What follows belongs to an exercise in optimizing a design on an open flow for small area and a short achievable clock period; a production flow would make more cautious choices. At most, simulation tests tie the RTL to the original design; equivalence was not proved. Only the layout flow was run in runs 1, 2 and 4; the RTL was not checked for function there. Power figures rest on the tool's default switching activity, not on a simulated workload.

==> design.v <==
package tawas_isa_pkg;
  typedef enum logic [3:0] {
    op_nop  = 4'd0,
    op_ldi  = 4'd1,
    op_add  = 4'd2,
    op_sub  = 4'd3,
    op_and  = 4'd4,
    op_or   = 4'd5,
    op_xor  = 4'd6,
    op_shl  = 4'd7,
    op_ld   = 4'd8,
    op_st   = 4'd9,
    op_bz   = 4'd10,
    op_bnz  = 4'd11,
    op_halt = 4'd12
  } tawas_op_e;
  typedef logic [2:0] reg_sel_t;
  typedef logic [15:0] imm_t;
  typedef struct packed {
    tawas_op_e  op;
    reg_sel_t   rd;
    reg_sel_t   ra;
    reg_sel_t   rb;
    logic [2:0] rsvd;
    imm_t       imm;
  } tawas_instr_t;
endpackage
package tawas_pipe_pkg;
  typedef logic [1:0] slice_t;
  typedef enum logic {
    ls_load  = 1'b0,
    ls_store = 1'b1
  } ls_kind_e;
endpackage
module tawas_rdsel
(
  input  logic [2:0] sel,
  output logic [7:0] onehot
);
  assign onehot = 8'd1 << sel;
endmodule
module tawas_rdmux
(
  input  logic [255:0] bank,
  input  logic [7:0]   onehot,
  output logic [31:0]  q
);
  always_comb begin
    q = '0;
    for (int k = 0; k < 8; k++) begin
      q = q | (bank[k*32 +: 32] & {32{onehot[k]}});
    end
  end
endmodule
module tawas_wrsel
(
  input  logic       we,
  input  logic [2:0] rd,
  input  logic       reset,
  input  logic       clearing,
  output logic [7:0] take,
  output logic [7:0] keep
);
  always_comb begin
    for (int r = 0; r < 8; r++) begin
      take[r] = we && !reset && (rd == 3'(r));
      keep[r] = !take[r] && !clearing;
    end
  end
endmodule
module tawas_alu
(
  input  logic [31:0] a,
  input  logic [31:0] b,
  input  logic        sub,
  input  logic        arith,
  input  logic        op_shl,
  input  logic [3:0]  lut,       
  output logic [31:0] result
);
  logic [32:0] sum;
  logic [31:0] bitwise;
  assign sum = {a, 1'b1} + {b, sub};
  always_comb begin
    for (int i = 0; i < 32; i++) bitwise[i] = lut[{a[i], b[i]}];
  end
  always_comb begin
    result = bitwise;
    if (arith)  result = result | sum[32:1];
    if (op_shl) result = result | (a << b[4:0]);
  end
endmodule
module tawas_agen
(
  input  logic [31:0] a,
  input  logic [15:0] imm,
  output logic [15:0] lo,
  output logic        c16,
  output logic [15:0] hi0,
  output logic [15:0] hi1
);
  logic [15:0] g, p, x;
  logic [16:0] c;
  logic [15:0] a_hi, a_inc, a_dec;
  tawas_pg16    pg    (.a(a[15:0]), .b(imm), .g(g), .p(p), .x(x));
  tawas_carry16 carry (.g(g), .p(p), .c(c));
  assign lo  = x ^ c[15:0];
  assign c16 = c[16];
  assign a_hi = a[31:16];
  tawas_inc16 inc (.a(a_hi), .y(a_inc));
  tawas_dec16 dec (.a(a_hi), .y(a_dec));
  assign hi0 = imm[15] ? a_dec : a_hi;
  assign hi1 = imm[15] ? a_hi : a_inc;
endmodule
module tawas_pg16
(
  input  logic [15:0] a,
  input  logic [15:0] b,
  output logic [15:0] g,
  output logic [15:0] p,
  output logic [15:0] x
);
  assign g = a & b;
  assign p = a | b;
  assign x = a ^ b;
endmodule
module tawas_carry16
(
  input  logic [15:0] g,
  input  logic [15:0] p,
  output logic [16:0] c
);
  logic [15:0] gl [5];
  logic [15:0] pl [5];
  always_comb begin
    gl[0] = g;
    pl[0] = p;
    for (int l = 0; l < 4; l++) begin
      for (int i = 0; i < 16; i++) begin
        if (i >= (1 << l)) begin
          gl[l+1][i] = gl[l][i] | (pl[l][i] & gl[l][i - (1 << l)]);
          pl[l+1][i] = pl[l][i] & pl[l][i - (1 << l)];
        end else begin
          gl[l+1][i] = gl[l][i];
          pl[l+1][i] = pl[l][i];
        end
      end
    end
  end
  assign c = {gl[4], 1'b0};
endmodule
module tawas_inc16
(
  input  logic [15:0] a,
  output logic [15:0] y
);
  assign y = a + 16'd1;
endmodule
module tawas_dec16
(
  input  logic [15:0] a,
  output logic [15:0] y
);
  assign y = a - 16'd1;
endmodule
module tawas
(
  input  logic                      clk,
  input  logic                      reset,
  output logic [24-1:0]    iaddr,
  input  logic [31:0]               idata,
  output logic [31:0]               daddr,
  output logic                      dcs,
  output logic                      dwr,
  output logic [31:0]               dout,
  input  logic [31:0]               din,
  output logic [4-1:0] halted
);
  localparam int PW = 24;
  logic [1:0] slice;
  logic [1:0] dec_slice;
  logic       dec_vld;
  logic [255:0] bank0, bank1, bank2, bank3;
  logic [2:0]   clr;                         
  logic         z0, z1, z2, z3;
  logic [PW-1:0] pc0, pc1, pc2, pc3;
  logic [3:0]  op;
  logic [2:0]  rd, ra, rb;
  logic [15:0] imm;
  assign op  = idata[31:28];
  assign rd  = idata[27:25];
  assign ra  = idata[24:22];
  assign rb  = idata[21:19];
  assign imm = idata[15:0];
  logic [31:0] ra_data, rb_data;
  logic [7:0] ra_oh, rb_oh;
  tawas_rdsel rdsel_a (.sel(ra), .onehot(ra_oh));
  tawas_rdsel rdsel_b (.sel(rb), .onehot(rb_oh));
  tawas_rdmux rdmux_a (.bank(bank0), .onehot(ra_oh), .q(ra_data));
  tawas_rdmux rdmux_b (.bank(bank0), .onehot(rb_oh), .q(rb_data));
  logic [15:0] d_lo, d_hi0, d_hi1;
  logic        d_c16;
  logic [15:0] d_aimm;
  assign d_aimm = imm & {16{(op == 4'd8) || (op == 4'd9)}};
  tawas_agen agen (.a(ra_data), .imm(d_aimm), .lo(d_lo), .c16(d_c16), .hi0(d_hi0), .hi1(d_hi1));
  logic [PW-1:0] d_pc_next;
  always_comb begin
    if (d_taken)
      d_pc_next = pc1 + {{(PW-16){imm[15]}}, imm};
    else if (dec_vld && !d_halt)
      d_pc_next = pc1 + PW'(1);
    else
      d_pc_next = pc1;
  end
  logic d_ldi, d_add, d_sub, d_and, d_or, d_xor, d_shl, d_ld, d_st, d_halt, d_taken;
  assign d_ldi  = dec_vld && (op == 4'd1);
  assign d_add  = dec_vld && (op == 4'd2);
  assign d_sub  = dec_vld && (op == 4'd3);
  assign d_and  = dec_vld && (op == 4'd4);
  assign d_or   = dec_vld && (op == 4'd5);
  assign d_xor  = dec_vld && (op == 4'd6);
  assign d_shl  = dec_vld && (op == 4'd7);
  assign d_ld   = dec_vld && (op == 4'd8);
  assign d_st   = dec_vld && (op == 4'd9);
  assign d_halt = dec_vld && (op == 4'd12);
  assign d_taken = dec_vld && (((op == 4'd10) && z0) || ((op == 4'd11) && !z0));
  logic        e_wr, e_setz, e_arith, e_sub, e_shl, e_ld, e_st;
  logic [3:0]  e_lut;
  logic [2:0]  e_rd;
  logic [31:0] e_b;         
  logic [15:0] e_dlo, e_dhi0, e_dhi1;
  logic        e_dc16;
  always_ff @(posedge clk) begin
    if (reset) begin
      slice     <= 2'd0;
      dec_slice <= 2'd0;
      dec_vld   <= 1'b0;
      halted    <= '0;
      e_wr      <= 1'b0;
      e_setz    <= 1'b0;
      e_ld      <= 1'b0;
      e_st      <= 1'b0;
    end else begin
      slice     <= slice + 2'd1;
      dec_slice <= slice;
      dec_vld   <= !halted[slice];
      if (d_halt) halted[dec_slice] <= 1'b1;
      e_wr      <= d_ldi || d_add || d_sub || d_and || d_or || d_xor || d_shl;
      e_setz    <= d_add || d_sub || d_and || d_or || d_xor || d_shl;
      e_ld      <= d_ld;
      e_st      <= d_st;
    end
  end
  always_ff @(posedge clk) begin
    e_sub   <= (op == 4'd3);
    e_arith <= (op == 4'd2) || (op == 4'd3);
    e_shl   <= (op == 4'd7);
    case (op)
      4'd1:    e_lut <= 4'b1010;    
      4'd4:    e_lut <= 4'b1000;    
      4'd5:    e_lut <= 4'b1110;    
      4'd6:    e_lut <= 4'b0110;    
      default: e_lut <= 4'b0000;
    endcase
    e_rd   <= rd;
    e_b    <= (op == 4'd1) ? {{16{imm[15]}}, imm} : (rb_data ^ {32{op == 4'd3}});
    e_dlo  <= d_lo;
    e_dc16 <= d_c16;
    e_dhi0 <= d_hi0;
    e_dhi1 <= d_hi1;
  end
  assign dcs   = e_ld || e_st;
  assign dwr   = e_st;
  assign daddr = {e_dc16 ? e_dhi1 : e_dhi0, e_dlo};
  assign dout  = e_b;
  logic [31:0] result;
  tawas_alu alu (
    .a({e_dhi0, e_dlo}), .b(e_b), .sub(e_sub), .arith(e_arith), .op_shl(e_shl), .lut(e_lut),
    .result(result)
  );
  logic        w_we, w_ld, w_z;
  logic [2:0]  w_rd;
  logic [31:0] w_res;
  always_ff @(posedge clk) begin
    if (reset) begin
      w_we <= 1'b0;
      w_ld <= 1'b0;
      w_z  <= 1'b0;
    end else begin
      w_we <= e_wr || e_ld;
      w_ld <= e_ld;
      w_z  <= e_setz;
    end
  end
  always_ff @(posedge clk) begin
    w_rd   <= e_rd;
    w_res  <= result;
  end
  logic [31:0] wdata;
  assign wdata = w_ld ? din : w_res;
  logic clearing;
  assign clearing = reset || clr[0];
  logic [7:0] w_take, w_keep;
  tawas_wrsel wrsel (
    .we(w_we), .rd(w_rd), .reset(reset), .clearing(clearing), .take(w_take), .keep(w_keep)
  );
  always_ff @(posedge clk) begin
    bank0 <= bank3;
    bank1 <= bank0;
    bank2 <= bank1;
    for (int r = 0; r < 8; r++) begin
      bank3[r*32 +: 32] <= (wdata & {32{w_take[r]}}) | (bank2[r*32 +: 32] & {32{w_keep[r]}});
    end
  end
  always_ff @(posedge clk) begin
    if (reset) begin
      clr  <= 3'b111;
      z0   <= 1'b0;
      z1   <= 1'b0;
      z2   <= 1'b0;
      z3   <= 1'b0;
    end else begin
      clr  <= {1'b0, clr[2:1]};
      z0 <= z3;
      z1 <= z0;
      z2 <= z1;
      z3 <= w_z ? (w_res == 32'd0) : z2;
    end
  end
  always_ff @(posedge clk) begin
    if (reset) begin
      pc0 <= PW'(0);
      pc1 <= PW'(3 * 64);
      pc2 <= PW'(2 * 64);
      pc3 <= PW'(1 * 64);
    end else begin
      pc0 <= pc3;
      pc1 <= pc0;
      pc2 <= d_pc_next;
      pc3 <= pc2;
    end
  end
  assign iaddr = pc0;
endmodule
==> flow/run.sh <==
#!/bin/bash
set -euo pipefail
export BUFFER_PORTS_ARGS="-buffer_cell sky130_fd_sc_hd__buf_2"
export SETUP_SLACK_MARGIN=6.3
export CTS_ARGS="-sink_clustering_enable -repair_clock_nets -dont_use_dummy_load -sink_clustering_size 16 -sink_clustering_max_diameter 50 -buf_list sky130_fd_sc_hd__clkbuf_8"
bash standard.sh > standard_flow.log 2>&1
==> standard.sh <==
#!/bin/bash
# synth_recipe.tcl (not shown) runs the flow's synth.tcl, then flattens the netlist and writes it again
# the make line also repeats each setting of config.mk as NAME=value (left out here)
make -C /OpenROAD-flow-scripts/flow DESIGN_CONFIG=/design/flow/config.mk WORK_HOME=/design/flow/orfs CLKGATE_MAP_FILE= SYNTH_SCRIPT=/design/flow/synth_recipe.tcl "${@:-finish}"
==> config.mk <==
export PLATFORM = sky130hd
export DESIGN_NAME = tawas
export DESIGN_NICKNAME = tawas
export VERILOG_FILES = /design/flow/design.v
export SDC_FILE = /design/flow/constraint.sdc
export NUM_CORES = 4
export LEC_CHECK = 0
export CAP_MARGIN = 20
export CORE_MARGIN = 2
export CORE_UTILIZATION = 40
export SLEW_MARGIN = 20
export SYNTH_HIERARCHICAL = 1
export SYNTH_MINIMUM_KEEP_SIZE = 0
==> constraint.sdc <==
create_clock -name core_clock -period 10.0 [get_ports {clk}]
set_input_delay 2.0000 -clock core_clock [delete_from_list [all_inputs] [get_ports {clk}]]
set_output_delay 2.0000 -clock core_clock [all_outputs]
set_load 0.01 [all_outputs]
==> reports/metrics.csv, run 1 <==
metric,value,unit
root_buffer,clkbuf_8,
ctsHtreeMaxLevel,3,
synth_cells,3405,
hold_violations,0,
use_met2,0.354,
ir_drop,0.119,mV
std_cell_rows,118,
clock_sinks,1268,
crit_fanout,8,
powerDensity,172,nW/um2
hold_buffers,0,
grt.busiest_layer,met2,
clkLatencyLatePin,780,ps
gp_congestion,0.870,
syn_area,41400,um2
crit_path_start_kind,input pin,
drive_above_1_share,0.198,
final_area,46900,um2
final.period_utilization,0.387,
critPathKind,in2reg,
slew_viol_final,0,
min_path_type,reg2reg,
routed_wl,128000,um
grt_max_degree,93,
setup_viol,0,
maxSlewHeadroom,0.148,
required,10590,ps
antenna_found_initial,9,
clock_path_buffers,3,
worstMarginPinSlew,1280,ps
die_height,326,um
grt_pass1_vias,26300,
finalNetCount,3765,
chipWidth,326,um
cts_tree,done,
power,8060,uW
dr.first_iter.drc_count,2699,
yosysWarnings,13,
status,"complete, no violations",
leakage,0.0184,uW
place_area,43700,um2
wl_per_cell,25.7,um
areaGrowthSynthToFinish,13.3,%
io_pins,160,
grt_pass1_wl,181000,um
clk_pin_slew,90,ps
die_area,106000,um2
use_met3,0.0367,
vias_per_cell,5.58,
finalSetupTns,0,ps
max_cap_violations,0,
gr-usage-all-layers,0.231,
period_needed,3870,ps
antenna_left,0,
grt_remaining_overflow,0,
numCtsBuffers,100,
clock_skew,121,ps
synth_area_per_cell,12.2,um2
io_buffers,156,
place_hpwl,80400,um
core-area,103000,um2
rsz0062_at_grt,true,
drc,0,
use_met1,0.323,
fillers,9539,
cp.arrival,4460,ps
endpoint_kind,register,
fmax,258,MHz
start_util,0.402,
vias,27800,
drt_first_pass_iters,6,
[report_power, final]
part	switching (uW)	leakage, uW	internal [uW]
sequential	66.7	0.0102	5090
clock	1550	0.000719	890
combinational	299	0.00742	168
total	1910	0.0184	6150
[stage by stage]
step	utilization	hold WS (ps)	setup WS, ps	std cells
2_1_floorplan	-	310	5900	3409
3_3_place_gp	0.424	309	4780	4799
3_5_place_dp	0.424	312	4740	4800
4_1_cts	0.448	288	6140	4961
5_1_grt	0.455	300	6090	4986
6_report	0.455	283	6130	4987
[path summary, 6_finish.rpt]
path	start	end	slack, ps	cells after the start
max reg2reg	e_b[0]$_DFF_P_	w_res[30]$_DFF_P_	6550	11
max	idata[22]	e_dhi0[15]$_DFF_P_	6130	13
min	bank3[158]$_DFF_P_	bank0[158]$_DFF_P_	280	0
min reg2reg	bank3[158]$_DFF_P_	bank0[158]$_DFF_P_	280	0
[layer usage]
layer | up-vias | wire length (um)
li1 | 12700 | -
met1 | 13800 | 57000
met2 | 1092 | 56400
met3 | 232 | 9110
met4 | 0 | 5650
met5 | - | 0
[timing repair]
action | 4_1_cts | 5_1_grt
gates resized for setup | 113 | 92
pin swaps | 39 | 41
endpoints found under the setup margin | 61 | 57
cloned | 7 | 5
setup buffers | 54 | 19
[cells in the final DEF, fill, tap and decap left out, types with 15 or more instances in the layout]
master	n
mux2_4	47
a22o_1	256
buf_12	19
dfxtp_1	1260
a21o_1	34
nand3_1	32
xnor2_1	88
a211oi_1	29
buf_4	83
nand2b_1	15
nor2_1	90
o21ai_0	61
clkbuf_8	101
inv_1	66
mux2i_1	43
nor3_1	19
nor2b_1	94
mux4_2	46
a21oi_1	88
ha_1	69
nand2_1	120
and3_1	23
a22oi_1	226
a221o_1	17
buf_2	136
buf_6	32
nand4_1	85
a22oi_2	30
xor2_1	51
mux2_2	45
[layout make-up]
class                   count  area [um2]  share of cell area
clock buffers             100        1380              0.0293
multi-input cells        1876       15700               0.334
well taps                1380        1730              0.0368
flip-flops and latches   1268       25400               0.542
diodes                      2        5.00            0.000107
inverters                  75         287             0.00611
repair buffers            286        2440              0.0520
[state kept, by name, summed over array words and instances (netlist names), 2 cells and up]
signal and flops:
e_b 32, halted 4, pc2 24, bank0 256, e_dhi1 16, w_rd 3, w_res 32, e_dhi0 16
e_rd 3, clr 3, bank3 256, bank2 256, slice 2, dec_slice 2, e_dlo 16, pc0 24
pc3 24, bank1 256, pc1 24, e_lut 3
[worst max-delay path: stages]
cell      delay, ps
buf_12          110
and3b_4         270
buf_6           160
buf_16          150
a22oi_2         230
nand4_1         140
buf_6           160
nor4_4          300
nand4b_1        250
buf_4           220
nor3_4          120
xor2_1           90
mux2_4          260
==> inputs of run 2 (changes only) <==
--- a/design.v
+++ b/design.v
@@ -41,2 +41,23 @@
 endmodule
+module tawas_rdsel1
+(
+  input  logic [2:0] sel,
+  output logic [7:0] onehot
+);
+  assign onehot = 8'd1 << sel;
+endmodule
+module tawas_rdsel2
+(
+  input  logic [2:0] sel,
+  output logic [7:0] onehot
+);
+  assign onehot = 8'd1 << sel;
+endmodule
+module tawas_rdsel3
+(
+  input  logic [2:0] sel,
+  output logic [7:0] onehot
+);
+  assign onehot = 8'd1 << sel;
+endmodule
 module tawas_rdmux
@@ -44,3 +65,3 @@
   input  logic [255:0] bank,
-  input  logic [7:0]   onehot,
+  input  logic [31:0]  onehot,       
   output logic [31:0]  q
@@ -50,19 +71,5 @@
     for (int k = 0; k < 8; k++) begin
-      q = q | (bank[k*32 +: 32] & {32{onehot[k]}});
-    end
-  end
-endmodule
-module tawas_wrsel
-(
-  input  logic       we,
-  input  logic [2:0] rd,
-  input  logic       reset,
-  input  logic       clearing,
-  output logic [7:0] take,
-  output logic [7:0] keep
-);
-  always_comb begin
-    for (int r = 0; r < 8; r++) begin
-      take[r] = we && !reset && (rd == 3'(r));
-      keep[r] = !take[r] && !clearing;
+      for (int j = 0; j < 4; j++) begin
+        q[8*j +: 8] = q[8*j +: 8] | (bank[k*32 + 8*j +: 8] & {8{onehot[8*j + k]}});
+      end
     end
@@ -195,7 +202,11 @@
   logic [31:0] ra_data, rb_data;
-  logic [7:0] ra_oh, rb_oh;
-  tawas_rdsel rdsel_a (.sel(ra), .onehot(ra_oh));
-  tawas_rdsel rdsel_b (.sel(rb), .onehot(rb_oh));
+  logic [31:0] ra_oh;
+  logic [7:0]  rb_oh;
+  tawas_rdsel  rdsel_a0 (.sel(ra), .onehot(ra_oh[7:0]));
+  tawas_rdsel1 rdsel_a1 (.sel(ra), .onehot(ra_oh[15:8]));
+  tawas_rdsel2 rdsel_a2 (.sel(ra), .onehot(ra_oh[23:16]));
+  tawas_rdsel3 rdsel_a3 (.sel(ra), .onehot(ra_oh[31:24]));
+  tawas_rdsel  rdsel_b  (.sel(rb), .onehot(rb_oh));
   tawas_rdmux rdmux_a (.bank(bank0), .onehot(ra_oh), .q(ra_data));
-  tawas_rdmux rdmux_b (.bank(bank0), .onehot(rb_oh), .q(rb_data));
+  tawas_rdmux rdmux_b (.bank(bank0), .onehot({4{rb_oh}}), .q(rb_data));
   logic [15:0] d_lo, d_hi0, d_hi1;
@@ -302,6 +313,2 @@
   assign clearing = reset || clr[0];
-  logic [7:0] w_take, w_keep;
-  tawas_wrsel wrsel (
-    .we(w_we), .rd(w_rd), .reset(reset), .clearing(clearing), .take(w_take), .keep(w_keep)
-  );
   always_ff @(posedge clk) begin
@@ -311,3 +318,6 @@
     for (int r = 0; r < 8; r++) begin
-      bank3[r*32 +: 32] <= (wdata & {32{w_take[r]}}) | (bank2[r*32 +: 32] & {32{w_keep[r]}});
+      if (w_we && !reset && (w_rd == 3'(r)))
+        bank3[r*32 +: 32] <= wdata;
+      else
+        bank3[r*32 +: 32] <= bank2[r*32 +: 32] & {32{!clearing}};
     end
==> run 2 against run 1 <==
Sequential share of layout area about the same. Clock-buffer cell count up 1. Final area about the same. Largest cell class unchanged. First-iteration DRC count fell by 6.7%. Wire length down 5.7%. Area after synthesis increased by 1.3%. Register-to-register slack barely moved. Critical endpoint is now e_dlo[15]$_DFF_P_. Clock skew down 15 ps. Global-route usage down 1.3 points. Highest routed layer unchanged. Clock power about the same.
==> reports/metrics.csv, run 2 <==
metric,value,unit,change
status,"complete, no violations",,unchanged
layout_common_cells,"1253 x dfxtp_1, 310 x o21ai_0, 290 x nand3_1",,"was 1260 x dfxtp_1, 256 x a22o_1, 226 x a22oi_1"
vias,28700,,was 27800
grt_pass1_vias,27600,,was 26300
clock_skew,106,ps,was 121 ps
crit_chain,buf_16 > and3b_4 > a22oi_2 > nand4_1 > inv_1 > ha_2 > inv_2 > and3_4 > o211a_1 > a21oi_2 > a21oi_2 > a221o_1 > xor2_1,,was buf_12 > and3b_4 > buf_6 > buf_16 > a22oi_2 > nand4_1 > buf_6 > nor4_4 > nand4b_1 > buf_4 > nor3_4 > xor2_1 > mux2_4
clkLatencyLatePin,760,ps,was 780 ps
fillers,9643,,was 9539
rsz0062_at_grt,true,,unchanged
path_buf_inv,3,,was 5
endpoint_kind,register,,unchanged
place_hpwl,77300,um,was 80400 um
die_area,107000,um2,was 106000 um2
synth_cells,3738,,was 3405
max_cap_violations,0,,unchanged
grt_max_degree,181,,was 93
routed_wl,121000,um,was 128000 um
slowest_stage,a221o_1,,was nor4_4
gr-usage-all-layers,0.218,,was 0.231
reg2reg_slack,6550,ps,about the same
ir_drop,0.122,mV,was 0.119 mV
chipWidth,328,um,was 326 um
cp_common_cell,a21oi_2,,was buf_6
antenna_left,0,,unchanged
yosysWarnings,12,,was 13
crit_fanout,16,,was 8
leakage,0.0180,uW,was 0.0184 uW
cts_tree,done,,unchanged
areaGrowthSynthToFinish,11.9,%,was 13.3%
io_pins,160,,unchanged
finalSetupTns,0,ps,unchanged
hold_violations,0,,unchanged
final_common_cell,dfxtp_1,,unchanged
dr.first_iter.drc_count,2517,,was 2699
slew_viol_final,0,,unchanged
hold_buffers,0,,unchanged
final.period_utilization,0.378,,was 0.387
period_needed,3780,ps,was 3870 ps
critPathKind,in2reg,,unchanged
grt_remaining_overflow,0,,unchanged
fmax,264,MHz,was 258 MHz
vias_per_cell,5.45,,was 5.58
finalNetCount,4044,,was 3765
setup_viol,0,,unchanged
worstMarginPinSlew,1150,ps,was 1280 ps
drc,0,,unchanged
grt_pass1_wl,177000,um,was 181000 um
min_path_type,reg2reg,,unchanged
clock_path_buffers,3,,unchanged
gp_congestion,0.925,,was 0.870
required,10600,ps,was 10590 ps
slowest_delay,320,ps,was 300 ps
drt_first_pass_iters,6,,unchanged
start_util,0.404,,was 0.402
wl_per_cell,22.9,um,was 25.7 um
crit_path_start_kind,input pin,,unchanged
antenna_found_initial,2,,was 9
synth_area_per_cell,11.2,um2,was 12.2 um2
ff_latch_area,25400,um2,about the same
root_buffer,clkbuf_8,,unchanged
maxSlewHeadroom,0.236,,was 0.148
cp.arrival,4380,ps,was 4460 ps
drive_above_1_share,0.173,,was 0.198
setup_ws,6220,ps,was 6130 ps
die_height,328,um,was 326 um
core-area,104000,um2,was 103000 um2
syn_area,41900,um2,was 41400 um2
place_ws,4410,ps,was 4740 ps
io_buffers,156,,unchanged
clk_pin_slew,100,ps,was 90 ps
ctsHtreeMaxLevel,3,,unchanged
numCtsBuffers,101,,was 100
powerDensity,170,nW/um2,was 172 nW/um2
critPathTopFamily,compound AO/OA/AOI/OAI gates,,was simple AND/OR/NAND/NOR gates
std_cell_rows,118,,unchanged
multi_input_comb_area,15900,um2,was 15700 um2
clock_sinks,1268,,unchanged
## run 2: final timing paths
kind,cells past startpoint,to,from
max reg2reg,9,w_res[30]$_DFF_P_,e_b[4]$_DFF_P_
max,13,e_dlo[15]$_DFF_P_,idata[22]
min,0,bank0[65]$_DFF_P_,bank3[65]$_DFF_P_
min reg2reg,0,bank0[65]$_DFF_P_,bank3[65]$_DFF_P_
## run 2: worst register-to-register path: stages (launching register included)
cell       delay (ps)
dfxtp_2           650
ha_1              360
o21ai_2           120
a2111oi_2         490
o211ai_1          320
and4_1            250
nand2b_4          150
o41ai_1           610
xnor2_1           220
o211ai_1          120
## run 2: report_power, final
group / switching, uW / internal, uW
Clock: 1510 / 900
Sequential: 53.4 / 5090
Combinational: 288 / 158
Total: 1850 / 6150
## run 2: metal layers
layer	GRT usage	wire [um]	vias up
met1	0.298	54400	14000
li1	-	-	13600
met4	0.0863	4680	0
met2	0.346	54800	950
met3	0.0359	6910	241
met5	0	0	-
## run 2: area by class of cell
cell class / instances / area share
Sequential cell: 1268 / 0.542
Multi-Input combinational cell: 2161 / 0.339
Timing Repair Buffer: 280 / 0.0461
Tap cell: 1380 / 0.0368
Clock buffer: 101 / 0.0296
Inverter: 74 / 0.00600
Antenna cell: 4 / 0.000213
## run 2: metrics by stage
step	hold WS [ps]	cells	total power, uW	instance area [um2]	utilization
detailed placement	312	5082	5660	44100	0.425
floorplan	310	3742	5490	42300	-
global placement	310	5082	5660	44100	0.425
global route	268	5268	8270	46900	0.452
finish	262	5268	8000	46900	0.452
CTS	249	5244	8040	46500	0.448
## run 2: repair_timing
| item | 4_1_cts | 5_1_grt |
|---|---|---|
| resized for setup | 107 | 55 |
| cloned | 5 | 0 |
| pin swaps | 25 | 26 |
| setup buffers | 56 | 20 |
| hold endpoints to repair | 0 | 0 |
| setup endpoints to repair | 75 | 76 |
==> inputs of run 3 (changes only) <==
--- a/design.v
+++ b/design.v
@@ -41,17 +41,3 @@
 endmodule
-module tawas_rdsel1
-(
-  input  logic [2:0] sel,
-  output logic [7:0] onehot
-);
-  assign onehot = 8'd1 << sel;
-endmodule
-module tawas_rdsel2
-(
-  input  logic [2:0] sel,
-  output logic [7:0] onehot
-);
-  assign onehot = 8'd1 << sel;
-endmodule
-module tawas_rdsel3
+module tawas_rdsel_hi
 (
@@ -65,3 +51,4 @@
   input  logic [255:0] bank,
-  input  logic [31:0]  onehot,       
+  input  logic [7:0]   onehot_lo,    
+  input  logic [7:0]   onehot_hi,    
   output logic [31:0]  q
@@ -71,5 +58,4 @@
     for (int k = 0; k < 8; k++) begin
-      for (int j = 0; j < 4; j++) begin
-        q[8*j +: 8] = q[8*j +: 8] | (bank[k*32 + 8*j +: 8] & {8{onehot[8*j + k]}});
-      end
+      q[15:0]  = q[15:0]  | (bank[k*32 +: 16]      & {16{onehot_lo[k]}});
+      q[31:16] = q[31:16] | (bank[k*32 + 16 +: 16] & {16{onehot_hi[k]}});
     end
@@ -202,11 +188,8 @@
   logic [31:0] ra_data, rb_data;
-  logic [31:0] ra_oh;
-  logic [7:0]  rb_oh;
-  tawas_rdsel  rdsel_a0 (.sel(ra), .onehot(ra_oh[7:0]));
-  tawas_rdsel1 rdsel_a1 (.sel(ra), .onehot(ra_oh[15:8]));
-  tawas_rdsel2 rdsel_a2 (.sel(ra), .onehot(ra_oh[23:16]));
-  tawas_rdsel3 rdsel_a3 (.sel(ra), .onehot(ra_oh[31:24]));
-  tawas_rdsel  rdsel_b  (.sel(rb), .onehot(rb_oh));
-  tawas_rdmux rdmux_a (.bank(bank0), .onehot(ra_oh), .q(ra_data));
-  tawas_rdmux rdmux_b (.bank(bank0), .onehot({4{rb_oh}}), .q(rb_data));
+  logic [7:0] ra_oh, ra_oh_hi, rb_oh;
+  tawas_rdsel    rdsel_a    (.sel(ra), .onehot(ra_oh));
+  tawas_rdsel_hi rdsel_a_hi (.sel(ra), .onehot(ra_oh_hi));
+  tawas_rdsel    rdsel_b    (.sel(rb), .onehot(rb_oh));
+  tawas_rdmux rdmux_a (.bank(bank0), .onehot_lo(ra_oh), .onehot_hi(ra_oh_hi), .q(ra_data));
+  tawas_rdmux rdmux_b (.bank(bank0), .onehot_lo(rb_oh), .onehot_hi(rb_oh), .q(rb_data));
   logic [15:0] d_lo, d_hi0, d_hi1;
==> run 3 against run 2 <==
Register-to-register slack improved by 140 ps. Utilization fell by 0.75 points. Sequential power about the same. Cell count is essentially flat. Maximum frequency is 0.31% lower. Total power rose by 0.45%. Clock-buffer cell count increased by 2. First-iteration DRC count decreased by 1.4%. Largest cell class unchanged. Largest power group unchanged. Highest routed layer unchanged.
==> reports/metrics.csv, run 3 <==
metric,value,unit,change
grt_pass1_wl,181000,um,was 177000 um
r2r_cells,10,,was 9
fillers,9932,,was 9643
status,"complete, no violations",,unchanged
grt_pass1_vias,27600,,about the same
place_hpwl,78900,um,was 77300 um
cp.depth,14,,was 13
reg2reg_slack,6690,ps,was 6550 ps
layout_common_cells,"1256 x dfxtp_1, 309 x o21ai_0, 291 x nand3_1",,"was 1253 x dfxtp_1, 310 x o21ai_0, 290 x nand3_1"
hold_depth,0,,unchanged
routed_wl,124000,um,was 121000 um
place_ws,4860,ps,was 4410 ps
clk_pin_slew,100,ps,about the same
max_cap_violations,0,,unchanged
clock_skew,100,ps,was 106 ps
setup_ws,6210,ps,was 6220 ps
drc,0,,unchanged
cp.arrival,4390,ps,was 4380 ps
ir_drop,0.123,mV,was 0.122 mV
min_path_type,reg2reg,,unchanged
slowest_delay,330,ps,was 320 ps
hold_violations,0,,unchanged
maxSlewHeadroom,0.351,,was 0.236
required,10600,ps,about the same
std_cell_rows,119,,was 118
root_buffer,clkbuf_8,,unchanged
grt_remaining_overflow,0,,unchanged
cts_tree,done,,unchanged
cp_common_cell,a21oi_2,,unchanged
crit_path_start_kind,input pin,,unchanged
crit_fanout,19,,was 16
drt_first_pass_iters,5,,was 6
syn_area,42400,um2,was 41900 um2
period_needed,3790,ps,was 3780 ps
critPathTopFamily,compound AO/OA/AOI/OAI gates,,unchanged
vias_per_cell,5.51,,was 5.45
slowest_stage,a221o_1,,unchanged
io_pins,160,,unchanged
finalSetupTns,0,ps,unchanged
powerDensity,172,nW/um2,was 170 nW/um2
drive_above_1_share,0.170,,was 0.173
yosysWarnings,12,,unchanged
endpoint_kind,register,,unchanged
areaGrowthSynthToFinish,10.3,%,was 11.9%
antenna_left,0,,unchanged
die_height,329,um,was 328 um
setup_viol,0,,unchanged
path_buf_inv,4,,was 3
die_area,109000,um2,was 107000 um2
final.period_utilization,0.379,,was 0.378
core-area,105000,um2,was 104000 um2
dr.first_iter.drc_count,2482,,was 2517
antenna_found_initial,6,,was 2
io_buffers,156,,unchanged
final_common_cell,dfxtp_1,,unchanged
critPathKind,in2reg,,unchanged
clkLatencyLatePin,760,ps,about the same
gp_congestion,0.915,,was 0.925
synth_area_per_cell,11.4,um2,was 11.2 um2
vias,29000,,was 28700
crit_chain,buf_12 > and3b_4 > buf_4 > a22oi_2 > nand4_1 > inv_1 > ha_2 > inv_2 > and3_4 > o211a_1 > a21oi_2 > a21oi_2 > a221o_1 > xor2_1,,was buf_16 > and3b_4 > a22oi_2 > nand4_1 > inv_1 > ha_2 > inv_2 > and3_4 > o211a_1 > a21oi_2 > a21oi_2 > a221o_1 > xor2_1
finalNetCount,4032,,was 4044
numCtsBuffers,103,,was 101
chipWidth,329,um,was 328 um
wl_per_cell,23.6,um,was 22.9 um
synth_cells,3722,,was 3738
clock_path_buffers,3,,unchanged
start_util,0.403,,was 0.404
clock_sinks,1268,,unchanged
fmax,264,MHz,about the same
grt_max_degree,73,,was 181
ctsHtreeMaxLevel,3,,unchanged
hold_slack,280,ps,was 262 ps
rsz0062_at_grt,true,,unchanged
worstMarginPinSlew,946,ps,was 1150 ps
slew_viol_final,0,,unchanged
gr-usage-all-layers,0.224,,was 0.218
leakage,0.0179,uW,was 0.0180 uW
[run 3: worst reg2reg max path: cells and delay by family (launching register included)]
| kind | cells | cell delay, ps |
|---|---|---|
| AO/OA/AOI/OAI | 6 | 1500 |
| buffers and inverters | 1 | 250 |
| multiplexers | 1 | 110 |
| AND/OR/NAND/NOR | 1 | 530 |
| flip-flops | 1 | 320 |
| adder cells (fa/ha/maj) | 1 | 510 |
[run 3: area by class of cell]
| cell class | count | area (um2) | area share |
|---|---|---|---|
| Sequential cell | 1268 | 25400 | 0.544 |
| Multi-Input combinational cell | 2149 | 15700 | 0.337 |
| Timing Repair Buffer | 278 | 2110 | 0.0453 |
| Tap cell | 1391 | 1740 | 0.0373 |
| Clock buffer | 103 | 1420 | 0.0304 |
| Inverter | 74 | 282 | 0.00603 |
| Antenna cell | 1 | 2.50 | 0.0000536 |
[run 3: metal layers]
layer,vias up,wire length (um),global-route usage
met2,1116,55500,0.349
met4,0,4920,0.0876
li1,13500,-,-
met5,-,0,0
met1,14100,55800,0.314
met3,265,8050,0.0323
[run 3: worst paths after layout]
kind	from	endpoint
setup reg to reg	e_b[0]$_DFF_P_	w_res[31]$_DFF_P_
setup / recovery	idata[23]	e_dlo[15]$_DFF_P_
hold reg to reg	bank1[196]$_DFF_P_	bank2[196]$_DFF_P_
hold / removal	bank1[196]$_DFF_P_	bank2[196]$_DFF_P_
[run 3: power by group]
| part | leakage [uW] | internal, uW | switching, uW | total [uW] |
|---|---|---|---|---|
| Clock | 0.000741 | 917 | 1530 | 2440 |
| Combinational | 0.00691 | 150 | 284 | 434 |
| Sequential | 0.0102 | 5090 | 64.4 | 5150 |
[run 3: stage by stage]
stage | cells | cell area [um2] | util | total power (uW)
after floorplan | 3726 | 42600 | - | 5500
after global placement | 5079 | 44000 | 0.419 | 5670
after detailed placement | 5079 | 44000 | 0.419 | 5670
after CTS | 5240 | 46300 | 0.441 | 8070
after global routing | 5264 | 46700 | 0.444 | 8290
final | 5264 | 46700 | 0.444 | 8030
[run 3: repair_timing]
action / in CTS / in global routing
gates resized for setup: 102 / 35
pin swaps: 32 / 30
hold buffers: 0 / 0
setup buffers: 51 / 21
endpoints found under the setup margin: 84 / 63
gates cloned: 7 / 0
==> inputs of run 4 (changes only) <==
--- a/design.v
+++ b/design.v
@@ -225,3 +225,3 @@
   logic [15:0] e_dlo, e_dhi0, e_dhi1;
-  logic        e_dc16;
+  logic        e_dc16, e_dc16_n;    
   always_ff @(posedge clk) begin
@@ -261,3 +261,4 @@
     e_dlo  <= d_lo;
-    e_dc16 <= d_c16;
+    e_dc16   <= d_c16;
+    e_dc16_n <= !d_c16;
     e_dhi0 <= d_hi0;
@@ -267,3 +268,4 @@
   assign dwr   = e_st;
-  assign daddr = {e_dc16 ? e_dhi1 : e_dhi0, e_dlo};
+  assign daddr = {e_dc16 ? e_dhi1[15:8] : e_dhi0[15:8], e_dc16_n ? e_dhi0[7:0] : e_dhi1[7:0],
+                   e_dlo};
   assign dout  = e_b;
==> run 4 against run 3 <==
Still clean. Combinational power rose by 2%. Total power rose by 0.16%. First-iteration DRC count rose by 8.7%. Global-route usage rose by 0.082 points. Non-clock buffer count rose by 20. Sequential power barely moved. Maximum frequency fell by 1.5%. Cell count rose by 0.19%. Largest cell class unchanged. Largest power group unchanged. Highest routed layer is now met5.
==> reports/metrics.csv, run 4 <==
metric,value,unit,change
status,"complete, no violations",,unchanged
hp-start,bank3[77]$_DFF_P_,,was bank1[196]$_DFF_P_
ir_drop,0.0893,mV,was 0.123 mV
setup_ws,6150,ps,was 6210 ps
clk_pin_slew,100,ps,about the same
fillers,9967,,was 9932
numCtsBuffers,103,,unchanged
clock_sinks,1269,,was 1268
areaGrowthSynthToFinish,10.7,%,was 10.3%
place_hpwl,77600,um,was 78900 um
vias_per_cell,5.50,,was 5.51
crit_path_start_kind,input pin,,unchanged
clock_skew,93.8,ps,was 100 ps
dr.first_iter.drc_count,2699,,was 2482
gr-usage-all-layers,0.225,,was 0.224
grt_pass1_vias,27600,,about the same
critPathKind,in2reg,,unchanged
endpoint_kind,register,,unchanged
leakage,0.0180,uW,was 0.0179 uW
crit_fanout,17,,was 19
final_area,46900,um2,was 46700 um2
cp.arrival,4470,ps,was 4390 ps
core-area,105000,um2,unchanged
cts_tree,done,,unchanged
ff_latch_area,25400,um2,about the same
synth_cells,3708,,was 3722
syn_area,42400,um2,about the same
vias,29000,,about the same
seq_power_share,0.641,,was 0.642
grt_pass1_wl,182000,um,was 181000 um
dp_cells,5064,,was 5079
final.period_utilization,0.385,,was 0.379
synth_area_per_cell,11.4,um2,about the same
drt_first_pass_iters,6,,was 5
setup_viol,0,,unchanged
grt_remaining_overflow,0,,unchanged
die_area,109000,um2,about the same
required,10620,ps,was 10600 ps
antenna_left,0,,unchanged
ctsHtreeMaxLevel,3,,unchanged
rsz0062_at_grt,true,,unchanged
p_comb_frac,0.055,,was 0.054
place_area,44000,um2,about the same
layout_common_cells,"1251 x dfxtp_1, 320 x o21ai_0, 288 x nand3_1",,"was 1256 x dfxtp_1, 309 x o21ai_0, 291 x nand3_1"
finalSetupTns,0,ps,unchanged
clkLatencyLatePin,770,ps,was 760 ps
stdcell_count,5274,,was 5264
gp_congestion,0.904,,was 0.915
clockPowerShare,0.304,,about the same
p_sw_frac,0.234,,about the same
hold_violations,0,,unchanged
min_path_type,reg2reg,,unchanged
clock_path_buffers,3,,unchanged
io_pins,160,,unchanged
period_needed,3850,ps,was 3790 ps
max_cap_violations,0,,unchanged
finalNetCount,4041,,was 4032
multi_input_comb_area,15800,um2,was 15700 um2
io_buffers,156,,unchanged
worstMarginPinSlew,1080,ps,was 946 ps
yosysWarnings,12,,unchanged
wl_per_cell,23.8,um,was 23.6 um
drc,0,,unchanged
grt_max_degree,134,,was 73
maxSlewHeadroom,0.258,,was 0.351
slew_viol_final,0,,unchanged
min_to,bank0[77]$_DFF_P_,,was bank2[196]$_DFF_P_
hold_buffers,0,,unchanged
drive_above_1_share,0.180,,was 0.170
intPower,6160,uW,about the same
r2r_cells,11,,was 10
antenna_found_initial,5,,was 6
timing.rr.end,w_res[30]$_DFF_P_,,was w_res[31]$_DFF_P_
root_buffer,clkbuf_8,,unchanged
r2r-start,e_b[0]$_DFF_P_,,unchanged
chipWidth,329,um,about the same
final_common_cell,dfxtp_1,,unchanged
place_ws,4650,ps,was 4860 ps
routed_wl,126000,um,was 124000 um
hold_depth,0,,unchanged
p_sw,1880,uW,about the same
die_height,329,um,about the same
std_cell_rows,119,,unchanged
powerDensity,172,nW/um2,about the same
fmax,260,MHz,was 264 MHz
start_util,0.403,,about the same
reg2reg_slack,6590,ps,was 6690 ps
[run 4: worst max-delay path, cell delays in order]
cell     delay [ps]
buf_16          140
and3b_4         240
buf_12          150
a22oi_2         160
nand4_1         260
ha_1            340
o21a_1          210
o211a_1         210
a21oi_2         180
a21oi_2         100
a221o_1         310
xor2_1          150
[run 4: cell type report]
| cell class | instances | area share |
|---|---|---|
| clock buffers | 103 | 0.0302 |
| well taps | 1391 | 0.0371 |
| diodes | 2 | 0.000107 |
| flip-flops and latches | 1269 | 0.542 |
| inverters | 75 | 0.00600 |
| multi-input cells | 2136 | 0.337 |
| repair buffers | 298 | 0.0470 |
[run 4: worst max-delay path by stage]
stage	startpoint	end	slack, ps	cells past startpoint
finish	idata[23]	e_dlo[15]$_DFF_P_	6150	12
CTS	idata[24]	e_dc16_n$_DFF_P_	6180	14
detailed placement	idata[24]	e_dc16_n$_DFF_P_	4650	14
floorplan	idata[24]	e_dhi0[13]$_DFF_P_	5840	10
global placement	idata[22]	e_dhi0[13]$_DFF_P_	4700	9
global route	idata[23]	e_dlo[15]$_DFF_P_	6140	14
[run 4: per-layer routing]
| metal | vias up | part of all wire | GRT usage |
|---|---|---|---|
| met4 | 2 | 0.028 | 0.0718 |
| met5 | - | 0.00010 | 0 |
| li1 | 13500 | - | - |
| met2 | 1033 | 0.45 | 0.350 |
| met1 | 14300 | 0.46 | 0.320 |
| met3 | 219 | 0.069 | 0.0347 |
[run 4: timing repair]
item                                    in CTS  in global routing
buffers inserted                            71                 27
endpoints found under the setup margin      82                 87
gates cloned                                 5                  2
hold endpoints to repair                     0                  0
resized for setup                           74                 52
pin swaps                                   28                 33
[run 4: power by group through the flow]
stage | clock network, uW | logic, uW | registers (uW)
after detailed placement | 0 | 398 | 5270
final | 2450 | 441 | 5150
after floorplan | 0 | 258 | 5240
after global routing | 2690 | 463 | 5160
after CTS | 2510 | 420 | 5150
after global placement | 0 | 397 | 5270
[run 4: through the flow]
step | utilization | power [uW] | hold slack [ps]
floorplan | - | 5500 | 310
global placement | 0.419 | 5670 | 310
detailed placement | 0.419 | 5670 | 312
CTS | 0.441 | 8080 | 284
global route | 0.446 | 8310 | 297
finish | 0.446 | 8040 | 280

[what the ideal ports hide]
The flow's constraints put no driver on any port. The routed layouts listed below were extracted and timed again, unchanged, in two steps. Step 1, drivers: a clkbuf_16 drives clk and a buf_2 each remaining input, both assumed. Step 2 adds t to the input delays and takes it off the output delays; t is the mean of the earliest and latest rising clock arrival at the registers after step 1. Input paths then give back, and output paths get back, about the clock's delay inside the block. a / b / c = ideal ports / drivers / drivers and shift; a / b = the first two.
run | t, ns | setup WS [ns] | clock arrival spread, ns
run 1 | 0.795 | 6.127 / 6.120 / 5.324 | 0.129 / 0.129
run 2 | 0.777 | 6.218 / 6.026 / 5.248 | 0.109 / 0.109
run 3 | 0.774 | 6.207 / 6.141 / 5.367 | 0.100 / 0.100
run 4 | 0.787 | 6.148 / 6.052 / 5.265 | 0.098 / 0.098
After both steps setup and hold are still met in every run listed. The setup slack of run 2, which loses most, moves by -0.192 ns with the drivers and by -0.970 ns with both steps.
